This is an optimization exercise on Yosys and OpenROAD, whose aim is small area, not a production implementation. In this exercise RTL edits were held to simulation tests only and were not proved equivalent to the original.

==> flow/design.v (excerpt) <==
module cordic_rotator (
    input  logic       clk,
    input  logic       rst_n,
    input  logic       in_valid,
    input  logic [8:0] in_x,
    input  logic [8:0] in_y,
    input  logic [8:0] in_angle,
    output logic       out_valid,
    output logic [31:0] out_x,
    output logic [31:0] out_y
);
Size: about 2200 cells after synthesis, roughly 250 flip-flops, roughly 95 I/O pins.
==> flow/config.mk <==
export PLATFORM = sky130hd
export DESIGN_NAME = cordic_rotator
export DESIGN_NICKNAME = cordic_rotator
export VERILOG_FILES = /design/flow/design.v
export SDC_FILE = /design/flow/constraint.sdc
export NUM_CORES = 4
export LEC_CHECK = 0
export ABC_AREA = 1
export ABC_CLOCK_PERIOD_IN_PS = 11000
export CAP_MARGIN = 20
export CORE_MARGIN = 2
export CORE_UTILIZATION = 40
export CTS_BUF_LIST = sky130_fd_sc_hd__clkbuf_4 sky130_fd_sc_hd__clkbuf_8
export SLEW_MARGIN = 20
export SYNTH_HIERARCHICAL = 1
export SYNTH_MINIMUM_KEEP_SIZE = 0
==> flow/constraint.sdc <==
create_clock -name core_clock -period 11.0 [get_ports {clk}]
set_input_delay 2.2000 -clock core_clock [delete_from_list [all_inputs] [get_ports {clk}]]
set_output_delay 2.2000 -clock core_clock [all_outputs]
set_load 0.01 [all_outputs]
run.sh (not shown) runs the stock make flow with config.mk's settings and CLKGATE_MAP_FILE= SYNTH_SCRIPT=/design/flow/synth_recipe.tcl, a recipe that flattens the netlist after the stock synthesis.
Rerun with:
--- a/flow/config.mk
+++ b/flow/config.mk
@@ -12,3 +12,2 @@
 export CORE_UTILIZATION = 40
-export CTS_BUF_LIST = sky130_fd_sc_hd__clkbuf_4 sky130_fd_sc_hd__clkbuf_8
 export SLEW_MARGIN = 20
The changed run finished with timing, DRC and antenna clean.
Count of clock-buffer cells in the layout shrinks by 26.
Worst setup slack improved by 0.012 ns.
Final area hardly moves.
Critical path depth is unchanged.
Die area stays the same.
Global-route usage came out lower by 0.27 points.
Cell count shrinks slightly.

---

cordic_rotator, a different RTL version from the one above (not shown whole).
Size in the first run: roughly 2100 cells after synthesis, about 260 flip-flops, roughly 23000 um2 of cells after synthesis.
make LEC_CHECK=0 ABC_AREA=1 ABC_CLOCK_PERIOD_IN_PS=11000 CAP_MARGIN=20 CORE_MARGIN=2 CORE_UTILIZATION=40 CTS_CLUSTER_DIAMETER=80 CTS_CLUSTER_SIZE=20 SLEW_MARGIN=20 SYNTH_HIERARCHICAL=1 SYNTH_MINIMUM_KEEP_SIZE=0 finish   # period 11.0 ns
The first run completed without violations.
Edit:
- CTS_CLUSTER_DIAMETER: 80 -> unset
- CTS_CLUSTER_SIZE: 20 -> unset
Design area rose by 1.5%.
Clock skew rose by 0.012 ns.
Utilization rose by 0.65 points.
Global-route usage stays flat.
Worst setup slack is better by 0.026 ns.
Area after synthesis stays the same.
Die area does not change.
Via count rose by about 0.37%.
Sequential share of layout area fell by 0.29 points.
Count of clock-buffer cells in the layout rose by 14.
Edit:
- CTS_CLUSTER_DIAMETER: unset -> 60
- CTS_CLUSTER_SIZE: unset -> 30
Effect: The new run ran to the end with no violations. Final cell count hardly moves. Via count barely changes. Worst hold slack improved by 0.0032 ns. Clock skew went down by 0.0057 ns. Die area stays the same. Wire length went down by 0.98%. Cell area went down by 0.53%. Global-route usage went down by 0.15 points. Synthesized cell count stays the same.

---

## v37
Another version of the RTL of cordic_rotator (not shown whole).
Size in the first run: about 2100 cells after synthesis, roughly 23000 µm² of cells after synthesis.
make LEC_CHECK=0 ABC_AREA=1 ABC_CLOCK_PERIOD_IN_PS=11000 CAP_MARGIN=20 CORE_MARGIN=2 CORE_UTILIZATION=40 CTS_CLUSTER_DIAMETER=110 CTS_CLUSTER_SIZE=25 SLEW_MARGIN=20 SYNTH_HIERARCHICAL=1 SYNTH_MINIMUM_KEEP_SIZE=0 finish   # period 11.0 ns
## Diff of input files: v27 against v37
# v37
export LEC_CHECK = 0
export ABC_AREA = 1
export ABC_CLOCK_PERIOD_IN_PS = 11000
export CAP_MARGIN = 20
export CORE_MARGIN = 2
export CORE_UTILIZATION = 40
export CTS_CLUSTER_DIAMETER = 110
export CTS_CLUSTER_SIZE = 25
export SLEW_MARGIN = 20
export SYNTH_HIERARCHICAL = 1
export SYNTH_MINIMUM_KEEP_SIZE = 0
create_clock -name core_clock -period 11.0 [get_ports {clk}]
# v27
export LEC_CHECK = 0
export ABC_AREA = 1
export ABC_CLOCK_PERIOD_IN_PS = 11000
export CAP_MARGIN = 20
export CORE_MARGIN = 2
export CORE_UTILIZATION = 60
export CTS_CLUSTER_DIAMETER = 110
export CTS_CLUSTER_SIZE = 25
export SLEW_MARGIN = 20
export SYNTH_HIERARCHICAL = 1
export SYNTH_MINIMUM_KEEP_SIZE = 0
create_clock -name core_clock -period 11.0 [get_ports {clk}]
==> flow/flow/run.sh (new file) <==
#!/bin/bash
# The standard layout, with the smallest buffer on every input and output port
# (the standard flow buffers every port too, with a larger cell).
set -euo pipefail
export BUFFER_PORTS_ARGS="-buffer_cell sky130_fd_sc_hd__buf_1"
bash standard.sh > standard.log 2>&1
==> flow/standard.sh (new file) <==
#!/bin/bash
# synth_recipe.tcl (not shown) runs the flow's synth.tcl, then flattens the netlist and writes it again
# the make line also repeats each setting of config.mk as NAME=value (left out here)
make -C /OpenROAD-flow-scripts/flow DESIGN_CONFIG=/design/flow/config.mk WORK_HOME=/design/flow/orfs CLKGATE_MAP_FILE= SYNTH_SCRIPT=/design/flow/synth_recipe.tcl "${@:-finish}"
removed: flow/run.sh
==> results.txt <==
- Re wire length the detailed router placed on met1: v27 and v37 aren't equal, and the lower value belongs to v27.
- Delta (v27 minus v37): count of standard-cell rows went down by 18%, met2 usage in global routing went up by 16 points, total stage count of the critical path stayed essentially flat.
- Between v27 and v37, the difference in total via count in the routed design is negligible.
- Minimum clock period after layout for v27 is higher than for v37.
- Layout clock buffer count was lower in v37 than in v27.
- Comparing v27 and v37, the higher worst hold slack was measured on v27.
- In the tables for v27 and v37, standard cell area after detailed placement reads higher with v37.
- v27 did not stop at any stage, and its layout met the timing, DRC and antenna checks.
- Starting density of the core for v27 is higher than for v37.
The following lists how v6 was set up differently from v27:
# v27
export LEC_CHECK = 0
export ABC_AREA = 1
export ABC_CLOCK_PERIOD_IN_PS = 11000
export CAP_MARGIN = 20
export CORE_MARGIN = 2
export CORE_UTILIZATION = 60
export CTS_CLUSTER_DIAMETER = 110
export CTS_CLUSTER_SIZE = 25
export SLEW_MARGIN = 20
export SYNTH_HIERARCHICAL = 1
export SYNTH_MINIMUM_KEEP_SIZE = 0
create_clock -name core_clock -period 11.0 [get_ports {clk}]
# v6
export LEC_CHECK = 0
export ABC_AREA = 1
export ABC_CLOCK_PERIOD_IN_PS = 11000
export CAP_MARGIN = 20
export CORE_MARGIN = 2
export CORE_UTILIZATION = 40
export CTS_CLUSTER_DIAMETER = 110
export CTS_CLUSTER_SIZE = 25
export SLEW_MARGIN = 20
export SYNTH_HIERARCHICAL = 1
export SYNTH_MINIMUM_KEEP_SIZE = 0
create_clock -name core_clock -period 11.0 [get_ports {clk}]
Findings:
Going from v27 to v6, share of cell area taken by flip-flops and latches shrinks by 0.30 points.
Cmp v27 and v6 / average wire length per cell after detail routing / higher: v27
Diff v27 -> v6: via count stayed essentially flat; via count of the first global-routing pass rose by 2.4%.
Changes observed in v6 relative to v27: worst setup slack went down by 32 ps; worst path required time went up by 30 ps; final area went up by about 1.5%; global-route usage went down by 9.3 points.
Setup changes, v6 to v39
# v6
export LEC_CHECK = 0
export ABC_AREA = 1
export ABC_CLOCK_PERIOD_IN_PS = 11000
export CAP_MARGIN = 20
export CORE_MARGIN = 2
export CORE_UTILIZATION = 40
export CTS_CLUSTER_DIAMETER = 110
export CTS_CLUSTER_SIZE = 25
export SLEW_MARGIN = 20
export SYNTH_HIERARCHICAL = 1
export SYNTH_MINIMUM_KEEP_SIZE = 0
create_clock -name core_clock -period 11.0 [get_ports {clk}]
# v39
export LEC_CHECK = 0
export ABC_AREA = 1
export ABC_CLOCK_PERIOD_IN_PS = 11000
export CAP_MARGIN = 20
export CORE_MARGIN = 2
export CORE_UTILIZATION = 75
export CTS_CLUSTER_DIAMETER = 110
export CTS_CLUSTER_SIZE = 25
export SLEW_MARGIN = 20
export SYNTH_HIERARCHICAL = 1
export SYNTH_MINIMUM_KEEP_SIZE = 0
create_clock -name core_clock -period 11.0 [get_ports {clk}]
Notes after the runs:
- v39: no failed stages, no open violations at the end
- The worst-case clock skew in v39 was lower than what v6 gave.
- Looking at global-route usage across v6 and v39, the one that comes out lower is v6.
- Comparing v6 and v39, the higher core area was measured on v6.
- Routed wire length ended up 1300 µm higher on v39 than on v6.
- Total vias in the final route, v6 and v39: larger value in v39
- p4_n2013 as the endpoint of the most critical setup path was reported by v39, and p3_n1609 by v6.
Setup changes, v39 to v29
# v39
export LEC_CHECK = 0
export ABC_AREA = 1
export ABC_CLOCK_PERIOD_IN_PS = 11000
export CAP_MARGIN = 20
export CORE_MARGIN = 2
export CORE_UTILIZATION = 75
export CTS_CLUSTER_DIAMETER = 110
export CTS_CLUSTER_SIZE = 25
export SLEW_MARGIN = 20
export SYNTH_HIERARCHICAL = 1
export SYNTH_MINIMUM_KEEP_SIZE = 0
create_clock -name core_clock -period 11.0 [get_ports {clk}]
# v29
export LEC_CHECK = 0
export ABC_AREA = 1
export ABC_CLOCK_PERIOD_IN_PS = 11000
export CAP_MARGIN = 20
export CORE_MARGIN = 2
export CORE_UTILIZATION = 40
export CTS_CLUSTER_DIAMETER = 110
export CTS_CLUSTER_SIZE = 30
export SLEW_MARGIN = 20
export SYNTH_HIERARCHICAL = 1
export SYNTH_MINIMUM_KEEP_SIZE = 0
create_clock -name core_clock -period 11.0 [get_ports {clk}]
- ~same logic depth of the worst register-to-register path in v39 and v29
- Utilization v39 -> v29: down
- Routability congestion estimate from global placement ends up higher on v39.
- Relative to v39, sequential share of layout area has gone down in v29.
- Taking v39 as the reference, in v29 setup slack went up, fraction of the cycle the final worst path needs did not really move, DRC violations left did not really move, number of global-route vias before repair went down.

-- what the ideal ports hide --
Ports are ideal in the flow. The routed layouts listed here were re-timed in OpenROAD.
Step 1: set_driving_cell puts a clkbuf_16 on clk and a buf_2 on each other input, an assumption about the parent block.
Step 2 also shifts input and output timing later by t, the mid clock arrival at the registers, as if the neighbouring blocks saw the same clock.
a / b / c = ideal ports / drivers / drivers and shift; a / b = the first two.
run	t, ns	setup WS [ns]	worst setup path after step 2	slew at the worst register clock pin (ns)
the first run of note 1	0.665	0.349 / 0.297 / 0.469	register to register	0.08 / 0.08
the second run of note 1	0.623	0.361 / 0.303 / 0.457	register to register	0.06 / 0.06
the first run of note 2	0.583	0.404 / 0.360 / 0.404	register to register	0.08 / 0.08
the second run of note 2	0.607	0.430 / 0.375 / 0.462	register to register	0.07 / 0.07
the third run of note 2	0.605	0.434 / 0.378 / 0.468	register to register	0.08 / 0.08
v37	0.551	0.377 / 0.377 / 0.377	register to register	0.10 / 0.10
v27	0.552	0.354 / 0.354 / 0.354	register to register	0.10 / 0.10
v6	0.572	0.322 / 0.322 / 0.322	register to register	0.10 / 0.10
v39	0.548	0.304 / 0.304 / 0.304	register to register	0.11 / 0.11
v29	0.569	0.319 / 0.319 / 0.319	register to register	0.12 / 0.12
After both steps setup and hold are still met in every run listed.
